Context: an optimization exercise on an open-source flow, tuned for small area and a short achievable clock period. The choices shown serve that exercise and are no tape-out recipe. Only simulation tests tie the RTL to the original design; equivalence was not proved. Power and IR drop assume default switching activity.

==> run H: inputs <==
==> flow/design.v <==
`default_nettype none
module data_memory_bytelane #(
    parameter int XLEN        = 32,
    parameter int DEPTH_WORDS = 64,
    parameter int AW          = $clog2(DEPTH_WORDS)
) (
    input  logic            clk,
    input  logic            rst,
    input  logic            req_rd,
    input  logic            req_wr,
    input  logic [2:0]      funct3,
    input  logic [XLEN-1:0] addr,
    input  logic [XLEN-1:0] wdata,
    output logic            ready,
    output logic [XLEN-1:0] rdata,
    output logic            rvalid,
    output logic            fault
);
    localparam logic [AW-1:0] LAST_WORD = AW'(DEPTH_WORDS - 1);
    localparam int            HW        = AW / 2;           
    localparam int            NLO       = 1 << HW;
    localparam int            NHI       = 1 << (AW - HW);
    logic          r_ready;
    logic          r_clr;
    logic [AW-1:0] r_clr_cnt;
    logic          w_clr;
    logic          r_run;
    always_ff @(posedge clk or posedge rst) begin
        if (rst) begin
            r_ready   <= 1'b0;
            r_clr     <= 1'b1;
            r_clr_cnt <= '0;
        end else if (r_clr) begin
            r_clr_cnt <= r_clr_cnt + 1'b1;
            if (r_clr_cnt == LAST_WORD) begin
                r_ready <= 1'b1;
                r_clr   <= 1'b0;
            end
        end
    end
    assign ready = r_ready;
    assign w_clr = r_clr;
    assign r_run = !r_clr;
    logic r_par;
    always_ff @(posedge clk or posedge rst) begin
        if (rst) r_par <= 1'b0;
        else     r_par <= !r_par;
    end
    logic            w_accept;
    logic            w_bad;
    logic            w_fault;
    logic            w_load_ok;
    logic            w_store_ok;
    logic [1:0]      w_lane;
    logic [AW-1:0]   w_idx;
    logic [3:0]      w_be;
    logic [XLEN-1:0] w_wdata_rep;
    assign w_lane   = addr[1:0];
    assign w_idx    = addr[AW+1:2];
    assign w_accept = r_run && (req_rd || req_wr);
    always_comb begin
        w_bad = 1'b0;
        if (req_rd && req_wr) w_bad = 1'b1;
        if (req_rd && (funct3 == 3'b011 || funct3 == 3'b110 || funct3 == 3'b111)) w_bad = 1'b1;
        if (req_wr && (funct3[2] || funct3[1:0] == 2'b11)) w_bad = 1'b1;
        if (funct3[1:0] == 2'b01 && addr[0]) w_bad = 1'b1;
        if (funct3[1:0] == 2'b10 && addr[1:0] != 2'b00) w_bad = 1'b1;
        if (|addr[XLEN-1:AW+2]) w_bad = 1'b1;
    end
    assign w_fault    = w_accept && w_bad;
    assign w_load_ok  = w_accept && !w_bad && req_rd;
    assign w_store_ok = w_accept && !w_bad && req_wr;
    always_comb begin
        w_be        = 4'b0000;
        w_wdata_rep = wdata;
        case (funct3[1:0])
            2'b00: begin
                w_be[w_lane] = 1'b1;
                w_wdata_rep  = {4{wdata[7:0]}};
            end
            2'b01: begin
                w_be        = w_lane[1] ? 4'b1100 : 4'b0011;
                w_wdata_rep = {2{wdata[15:0]}};
            end
            default: begin
                w_be        = 4'b1111;
                w_wdata_rep = wdata;
            end
        endcase
        if (!w_store_ok) w_be = 4'b0000;
        if (w_clr)       w_be = 4'b1111;
    end
    logic [3:0] w_b0;
    logic       w_b1l1;
    logic       w_b1l3;
    logic       w_b23;
    logic [3:0] w_sg1;    
    logic [3:0] w_sg23;   
    always_comb begin
        w_b0   = 4'b0000;
        w_b1l1 = 1'b0;
        w_b1l3 = 1'b0;
        w_b23  = 1'b0;
        w_sg1  = 4'b0000;
        w_sg23 = 4'b0000;
        case (funct3[1:0])
            2'b00: begin
                w_b0[w_lane] = 1'b1;
                if (!funct3[2]) begin
                    w_sg1[w_lane]  = 1'b1;
                    w_sg23[w_lane] = 1'b1;
                end
            end
            2'b01: begin
                w_b0[{w_lane[1], 1'b0}] = 1'b1;
                w_b1l1 = !w_lane[1];
                w_b1l3 = w_lane[1];
                if (!funct3[2]) w_sg23[{w_lane[1], 1'b1}] = 1'b1;
            end
            default: begin
                w_b0[0] = 1'b1;
                w_b1l1  = 1'b1;
                w_b23   = 1'b1;
            end
        endcase
        if (!w_load_ok) begin
            w_b0   = 4'b0000;
            w_b1l1 = 1'b0;
            w_b1l3 = 1'b0;
            w_b23  = 1'b0;
            w_sg1  = 4'b0000;
            w_sg23 = 4'b0000;
        end
    end
    logic                   r_a_load;
    logic                   r_a_fault;
    logic [DEPTH_WORDS-1:0] r_a_row_n;    
    logic [3:0]             r_a_be_n;     
    logic [NLO-1:0]         r_b_lo;       
    logic [NHI-1:0]         r_b_hi;
    logic [XLEN-1:0]        r_a_col;
    logic [3:0]             r_a_b0;
    logic                   r_a_b1l1;
    logic                   r_a_b1l3;
    logic                   r_a_b23;
    logic [3:0]             r_a_sg1;
    logic [3:0]             r_a_sg23;
    always_ff @(posedge clk or posedge rst) begin
        if (rst) begin
            r_a_load  <= 1'b0;
            r_a_fault <= 1'b0;
        end else begin
            r_a_load  <= w_load_ok;
            r_a_fault <= w_fault;
        end
    end
    always_ff @(posedge clk) begin
        for (int i = 0; i < DEPTH_WORDS; i++) begin
            r_a_row_n[i] <= !(w_clr || w_idx == AW'(i));
        end
        for (int i = 0; i < NLO; i++) begin
            r_b_lo[i] <= w_clr || w_idx[HW-1:0] == HW'(i);
        end
        for (int i = 0; i < NHI; i++) begin
            r_b_hi[i] <= w_clr || w_idx[AW-1:HW] == (AW-HW)'(i);
        end
        r_a_be_n <= ~w_be;
        for (int b = 0; b < XLEN; b++) begin
            r_a_col[b] <= w_be[b/8] ? ((!w_clr && w_wdata_rep[b]) ^ !r_par) : 1'b1;
        end
        r_a_b0   <= w_b0;
        r_a_b1l1 <= w_b1l1;
        r_a_b1l3 <= w_b1l3;
        r_a_b23  <= w_b23;
        r_a_sg1  <= w_sg1;
        r_a_sg23 <= w_sg23;
    end
    logic [DEPTH_WORDS-1:0][XLEN-1:0] mem;
    for (genvar i = 0; i < DEPTH_WORDS; i++) begin : g_word
        logic [3:0] w_sel;
        logic       w_nsel;
        assign w_sel  = ~({4{r_a_row_n[i]}} | r_a_be_n);
        assign w_nsel = !(r_b_hi[i / NLO] && r_b_lo[i % NLO]);
        for (genvar b = 0; b < XLEN; b++) begin : g_bit
            always_ff @(posedge clk) begin
                mem[i][b] <= !((mem[i][b] | w_sel[b/8]) & (w_nsel | r_a_col[b]));
            end
        end
    end
    logic [XLEN-1:0] w_raw;
    logic [XLEN-1:0] w_word;
    for (genvar b = 0; b < XLEN; b++) begin : g_rd
        logic [DEPTH_WORDS/2-1:0] w_l1;
        for (genvar p = 0; p < DEPTH_WORDS / 2; p++) begin : g_pair
            dm_rd_pair u_pair (
                .m0 (mem[2*p][b]),   .rn0(r_a_row_n[2*p]),
                .m1 (mem[2*p+1][b]), .rn1(r_a_row_n[2*p+1]),
                .y  (w_l1[p])
            );
        end
        dm_or32_n u_or (.a(w_l1), .y(w_raw[b]));
    end
    assign w_word = w_raw ^ {XLEN{r_par}};
    logic [XLEN-1:0] w_ext;
    logic            w_fill1;
    logic            w_fill23;
    always_comb begin
        w_fill1  = 1'b0;
        w_fill23 = 1'b0;
        for (int k = 0; k < 4; k++) begin
            w_fill1  = w_fill1  | (r_a_sg1[k]  & w_word[8*k+7]);
            w_fill23 = w_fill23 | (r_a_sg23[k] & w_word[8*k+7]);
        end
        w_ext[7:0] = '0;
        for (int k = 0; k < 4; k++) begin
            w_ext[7:0] = w_ext[7:0] | ({8{r_a_b0[k]}} & w_word[8*k +: 8]);
        end
        w_ext[15:8]  = ({8{r_a_b1l1}} & w_word[15:8]) | ({8{r_a_b1l3}} & w_word[31:24])
                     | {8{w_fill1}};
        w_ext[23:16] = ({8{r_a_b23}} & w_word[23:16]) | {8{w_fill23}};
        w_ext[31:24] = ({8{r_a_b23}} & w_word[31:24]) | {8{w_fill23}};
    end
    always_ff @(posedge clk or posedge rst) begin
        if (rst) begin
            rdata  <= '0;
            rvalid <= 1'b0;
            fault  <= 1'b0;
        end else begin
            rvalid <= r_a_load;
            fault  <= r_a_fault;
            if (r_a_load || r_a_fault) begin
                rdata <= w_ext;
            end
        end
    end
endmodule
`default_nettype wire
`default_nettype none
module dm_rd_pair (
    input  logic m0,
    input  logic rn0,
    input  logic m1,
    input  logic rn1,
    output logic y
);
    assign y = !((m0 | rn0) & (m1 | rn1));
endmodule
module dm_nor2 (
    input  logic a,
    input  logic b,
    output logic y
);
    assign y = !(a | b);
endmodule
module dm_nand2 (
    input  logic a,
    input  logic b,
    output logic y
);
    assign y = !(a & b);
endmodule
module dm_or32_n (
    input  logic [31:0] a,
    output logic        y
);
    logic [15:0] l1;
    logic [7:0]  l2;
    logic [3:0]  l3;
    logic [1:0]  l4;
    for (genvar i = 0; i < 16; i++) begin : g_l1
        dm_nor2 u (.a(a[2*i]), .b(a[2*i+1]), .y(l1[i]));
    end
    for (genvar i = 0; i < 8; i++) begin : g_l2
        dm_nand2 u (.a(l1[2*i]), .b(l1[2*i+1]), .y(l2[i]));
    end
    for (genvar i = 0; i < 4; i++) begin : g_l3
        dm_nor2 u (.a(l2[2*i]), .b(l2[2*i+1]), .y(l3[i]));
    end
    for (genvar i = 0; i < 2; i++) begin : g_l4
        dm_nand2 u (.a(l3[2*i]), .b(l3[2*i+1]), .y(l4[i]));
    end
    dm_nor2 u_l5 (.a(l4[0]), .b(l4[1]), .y(y));
endmodule
`default_nettype wire
==> flow/run.sh <==
#!/bin/bash
# synth_recipe.tcl (not shown) runs the flow's synth.tcl, then flattens the netlist and writes it again
# the make line also repeats each setting of config.mk as NAME=value (left out here)
make -C /OpenROAD-flow-scripts/flow DESIGN_CONFIG=/design/flow/config.mk WORK_HOME=/design/flow/orfs CLKGATE_MAP_FILE= SYNTH_SCRIPT=/design/flow/synth_recipe.tcl finish
==> flow/config.mk <==
export PLATFORM = sky130hd
export DESIGN_NAME = data_memory_bytelane
export DESIGN_NICKNAME = data_memory_bytelane
export VERILOG_FILES = /design/flow/design.v
export SDC_FILE = /design/flow/constraint.sdc
export NUM_CORES = 4
export LEC_CHECK = 0
export CAP_MARGIN = 20
export CORE_MARGIN = 2
export CORE_UTILIZATION = 40
export SETUP_SLACK_MARGIN = 3.0
export SLEW_MARGIN = 20
export SYNTH_HIERARCHICAL = 1
==> flow/constraint.sdc <==
create_clock -name core_clock -period 5.5 [get_ports {clk}]
set_input_delay 1.1000 -clock core_clock [delete_from_list [all_inputs] [get_ports {clk}]]
set_output_delay 1.1000 -clock core_clock [all_outputs]
set_load 0.01 [all_outputs]
==> run B: changes against run H <==
--- a/flow/design.v
+++ b/flow/design.v
@@ -201,22 +201,33 @@
         dm_or32_n u_or (.a(w_l1), .y(w_raw[b]));
+        dm_xor2 u_par (.a(w_raw[b]), .b(r_par), .y(w_word[b]));
     end
-    assign w_word = w_raw ^ {XLEN{r_par}};
-    logic [XLEN-1:0] w_ext;
-    logic            w_fill1;
-    logic            w_fill23;
-    always_comb begin
-        w_fill1  = 1'b0;
-        w_fill23 = 1'b0;
-        for (int k = 0; k < 4; k++) begin
-            w_fill1  = w_fill1  | (r_a_sg1[k]  & w_word[8*k+7]);
-            w_fill23 = w_fill23 | (r_a_sg23[k] & w_word[8*k+7]);
-        end
-        w_ext[7:0] = '0;
-        for (int k = 0; k < 4; k++) begin
-            w_ext[7:0] = w_ext[7:0] | ({8{r_a_b0[k]}} & w_word[8*k +: 8]);
-        end
-        w_ext[15:8]  = ({8{r_a_b1l1}} & w_word[15:8]) | ({8{r_a_b1l3}} & w_word[31:24])
-                     | {8{w_fill1}};
-        w_ext[23:16] = ({8{r_a_b23}} & w_word[23:16]) | {8{w_fill23}};
-        w_ext[31:24] = ({8{r_a_b23}} & w_word[31:24]) | {8{w_fill23}};
+    logic            w_hold;
+    logic [XLEN-1:0] w_d;
+    logic [3:1]      w_fa;
+    logic [3:1]      w_fb;
+    assign w_hold = !(r_a_load || r_a_fault);
+    dm_a22oi u_f1a (.a1(r_a_sg1[0]),  .a2(w_word[7]),  .b1(r_a_sg1[1]),  .b2(w_word[15]), .y(w_fa[1]));
+    dm_a22oi u_f1b (.a1(r_a_sg1[2]),  .a2(w_word[23]), .b1(r_a_sg1[3]),  .b2(w_word[31]), .y(w_fb[1]));
+    dm_a22oi u_f2a (.a1(r_a_sg23[0]), .a2(w_word[7]),  .b1(r_a_sg23[1]), .b2(w_word[15]), .y(w_fa[2]));
+    dm_a22oi u_f2b (.a1(r_a_sg23[2]), .a2(w_word[23]), .b1(r_a_sg23[3]), .b2(w_word[31]), .y(w_fb[2]));
+    dm_a22oi u_f3a (.a1(r_a_sg23[0]), .a2(w_word[7]),  .b1(r_a_sg23[1]), .b2(w_word[15]), .y(w_fa[3]));
+    dm_a22oi u_f3b (.a1(r_a_sg23[2]), .a2(w_word[23]), .b1(r_a_sg23[3]), .b2(w_word[31]), .y(w_fb[3]));
+    for (genvar k = 0; k < 8; k++) begin : g_ext
+        logic w_x0, w_z0, w_x1, w_x2, w_x3;
+        dm_a222oi u_x0 (.a1(w_hold), .a2(rdata[k]),
+                        .b1(r_a_b0[0]), .b2(w_word[k]),
+                        .c1(r_a_b0[1]), .c2(w_word[8+k]), .y(w_x0));
+        dm_a22oi  u_z0 (.a1(r_a_b0[2]), .a2(w_word[16+k]),
+                        .b1(r_a_b0[3]), .b2(w_word[24+k]), .y(w_z0));
+        dm_nand2  u_d0 (.a(w_x0), .b(w_z0), .y(w_d[k]));
+        dm_a222oi u_x1 (.a1(w_hold), .a2(rdata[8+k]),
+                        .b1(r_a_b1l1), .b2(w_word[8+k]),
+                        .c1(r_a_b1l3), .c2(w_word[24+k]), .y(w_x1));
+        dm_nand3  u_d1 (.a(w_x1), .b(w_fa[1]), .c(w_fb[1]), .y(w_d[8+k]));
+        dm_a22oi  u_x2 (.a1(w_hold), .a2(rdata[16+k]),
+                        .b1(r_a_b23), .b2(w_word[16+k]), .y(w_x2));
+        dm_nand3  u_d2 (.a(w_x2), .b(w_fa[2]), .c(w_fb[2]), .y(w_d[16+k]));
+        dm_a22oi  u_x3 (.a1(w_hold), .a2(rdata[24+k]),
+                        .b1(r_a_b23), .b2(w_word[24+k]), .y(w_x3));
+        dm_nand3  u_d3 (.a(w_x3), .b(w_fa[3]), .c(w_fb[3]), .y(w_d[24+k]));
     end
@@ -230,5 +241,3 @@
             fault  <= r_a_fault;
-            if (r_a_load || r_a_fault) begin
-                rdata <= w_ext;
-            end
+            rdata  <= w_d;
         end
@@ -261,2 +270,37 @@
 endmodule
+module dm_nand3 (
+    input  logic a,
+    input  logic b,
+    input  logic c,
+    output logic y
+);
+    assign y = !(a & b & c);
+endmodule
+module dm_xor2 (
+    input  logic a,
+    input  logic b,
+    output logic y
+);
+    assign y = a ^ b;
+endmodule
+module dm_a22oi (
+    input  logic a1,
+    input  logic a2,
+    input  logic b1,
+    input  logic b2,
+    output logic y
+);
+    assign y = !((a1 & a2) | (b1 & b2));
+endmodule
+module dm_a222oi (
+    input  logic a1,
+    input  logic a2,
+    input  logic b1,
+    input  logic b2,
+    input  logic c1,
+    input  logic c2,
+    output logic y
+);
+    assign y = !((a1 & a2) | (b1 & b2) | (c1 & c2));
+endmodule
 module dm_or32_n (
- CTS_BUF_LIST: unset -> sky130_fd_sc_hd__clkbuf_16
- CTS_CLUSTER_DIAMETER: unset -> 60
- CTS_CLUSTER_SIZE: unset -> 30
==> run G: changes against run H <==
--- a/flow/design.v
+++ b/flow/design.v
@@ -201,22 +201,33 @@
         dm_or32_n u_or (.a(w_l1), .y(w_raw[b]));
+        dm_xor2 u_par (.a(w_raw[b]), .b(r_par), .y(w_word[b]));
     end
-    assign w_word = w_raw ^ {XLEN{r_par}};
-    logic [XLEN-1:0] w_ext;
-    logic            w_fill1;
-    logic            w_fill23;
-    always_comb begin
-        w_fill1  = 1'b0;
-        w_fill23 = 1'b0;
-        for (int k = 0; k < 4; k++) begin
-            w_fill1  = w_fill1  | (r_a_sg1[k]  & w_word[8*k+7]);
-            w_fill23 = w_fill23 | (r_a_sg23[k] & w_word[8*k+7]);
-        end
-        w_ext[7:0] = '0;
-        for (int k = 0; k < 4; k++) begin
-            w_ext[7:0] = w_ext[7:0] | ({8{r_a_b0[k]}} & w_word[8*k +: 8]);
-        end
-        w_ext[15:8]  = ({8{r_a_b1l1}} & w_word[15:8]) | ({8{r_a_b1l3}} & w_word[31:24])
-                     | {8{w_fill1}};
-        w_ext[23:16] = ({8{r_a_b23}} & w_word[23:16]) | {8{w_fill23}};
-        w_ext[31:24] = ({8{r_a_b23}} & w_word[31:24]) | {8{w_fill23}};
+    logic            w_hold;
+    logic [XLEN-1:0] w_d;
+    logic [3:1]      w_fa;
+    logic [3:1]      w_fb;
+    assign w_hold = !(r_a_load || r_a_fault);
+    dm_a22oi u_f1a (.a1(r_a_sg1[0]),  .a2(w_word[7]),  .b1(r_a_sg1[1]),  .b2(w_word[15]), .y(w_fa[1]));
+    dm_a22oi u_f1b (.a1(r_a_sg1[2]),  .a2(w_word[23]), .b1(r_a_sg1[3]),  .b2(w_word[31]), .y(w_fb[1]));
+    dm_a22oi u_f2a (.a1(r_a_sg23[0]), .a2(w_word[7]),  .b1(r_a_sg23[1]), .b2(w_word[15]), .y(w_fa[2]));
+    dm_a22oi u_f2b (.a1(r_a_sg23[2]), .a2(w_word[23]), .b1(r_a_sg23[3]), .b2(w_word[31]), .y(w_fb[2]));
+    dm_a22oi u_f3a (.a1(r_a_sg23[0]), .a2(w_word[7]),  .b1(r_a_sg23[1]), .b2(w_word[15]), .y(w_fa[3]));
+    dm_a22oi u_f3b (.a1(r_a_sg23[2]), .a2(w_word[23]), .b1(r_a_sg23[3]), .b2(w_word[31]), .y(w_fb[3]));
+    for (genvar k = 0; k < 8; k++) begin : g_ext
+        logic w_x0, w_z0, w_x1, w_x2, w_x3;
+        dm_a222oi u_x0 (.a1(w_hold), .a2(rdata[k]),
+                        .b1(r_a_b0[0]), .b2(w_word[k]),
+                        .c1(r_a_b0[1]), .c2(w_word[8+k]), .y(w_x0));
+        dm_a22oi  u_z0 (.a1(r_a_b0[2]), .a2(w_word[16+k]),
+                        .b1(r_a_b0[3]), .b2(w_word[24+k]), .y(w_z0));
+        dm_nand2  u_d0 (.a(w_x0), .b(w_z0), .y(w_d[k]));
+        dm_a222oi u_x1 (.a1(w_hold), .a2(rdata[8+k]),
+                        .b1(r_a_b1l1), .b2(w_word[8+k]),
+                        .c1(r_a_b1l3), .c2(w_word[24+k]), .y(w_x1));
+        dm_nand3  u_d1 (.a(w_x1), .b(w_fa[1]), .c(w_fb[1]), .y(w_d[8+k]));
+        dm_a22oi  u_x2 (.a1(w_hold), .a2(rdata[16+k]),
+                        .b1(r_a_b23), .b2(w_word[16+k]), .y(w_x2));
+        dm_nand3  u_d2 (.a(w_x2), .b(w_fa[2]), .c(w_fb[2]), .y(w_d[16+k]));
+        dm_a22oi  u_x3 (.a1(w_hold), .a2(rdata[24+k]),
+                        .b1(r_a_b23), .b2(w_word[24+k]), .y(w_x3));
+        dm_nand3  u_d3 (.a(w_x3), .b(w_fa[3]), .c(w_fb[3]), .y(w_d[24+k]));
     end
@@ -230,5 +241,3 @@
             fault  <= r_a_fault;
-            if (r_a_load || r_a_fault) begin
-                rdata <= w_ext;
-            end
+            rdata  <= w_d;
         end
@@ -261,2 +270,37 @@
 endmodule
+module dm_nand3 (
+    input  logic a,
+    input  logic b,
+    input  logic c,
+    output logic y
+);
+    assign y = !(a & b & c);
+endmodule
+module dm_xor2 (
+    input  logic a,
+    input  logic b,
+    output logic y
+);
+    assign y = a ^ b;
+endmodule
+module dm_a22oi (
+    input  logic a1,
+    input  logic a2,
+    input  logic b1,
+    input  logic b2,
+    output logic y
+);
+    assign y = !((a1 & a2) | (b1 & b2));
+endmodule
+module dm_a222oi (
+    input  logic a1,
+    input  logic a2,
+    input  logic b1,
+    input  logic b2,
+    input  logic c1,
+    input  logic c2,
+    output logic y
+);
+    assign y = !((a1 & a2) | (b1 & b2) | (c1 & c2));
+endmodule
 module dm_or32_n (
- CORE_UTILIZATION: 40 -> 62
- CTS_BUF_LIST: unset -> sky130_fd_sc_hd__clkbuf_16
- CTS_CLUSTER_DIAMETER: unset -> 60
- CTS_CLUSTER_SIZE: unset -> 30
==> run X: changes against run H <==
- CTS_BUF_LIST: unset -> sky130_fd_sc_hd__clkbuf_16
- CTS_CLUSTER_DIAMETER: unset -> 60
- CTS_CLUSTER_SIZE: unset -> 22
==> comparison <==
Of run H and run B, run B has the higher sequential share of layout area (gap 3.3 points). The lowest first-iteration DRC count belongs to run B, the highest to run G. Utilization, highest first: run G, run H, run X, run B. Of run H and run B, run H has the higher non-clock buffer count (gap 233). Wire length: run G is lower than run X (about 9%). The lowest total power belongs to run G, the highest to run H. Clock skew: run H > run B > run X > run G.

## what the ideal ports hide
No port has a modelled driver above. Below, the same layouts with a new extraction and two added sets of constraints. Step 1 sets driving cells, clkbuf_16 on the clock port and buf_2 on the other inputs (assumed; they add their load-dependent delay and slew). Step 2 times the ports against the registers' clock, not the clock port: input delays grow and output delays shrink by t, the midpoint of the rising clock arrivals with the driver on. a / b / c = ideal / step 1 / step 2; a / b = the first two.
run	t (ns)	setup slack, ns	worst register clock-pin slew, ns	pins driven straight from the clock port
run H	0.931	2.864 / 2.781 / 2.190	0.07 / 0.07	1
run B	0.905	2.874 / 2.785 / 2.156	0.10 / 0.10	1
run G	0.853	2.952 / 2.884 / 2.079	0.11 / 0.11	1
run X	0.903	2.887 / 2.816 / 2.201	0.09 / 0.09	1
After both steps setup and hold are still met in every run listed. For run G, which loses most, drivers alone change the setup slack by -0.068 ns; drivers and shift together by -0.873 ns.
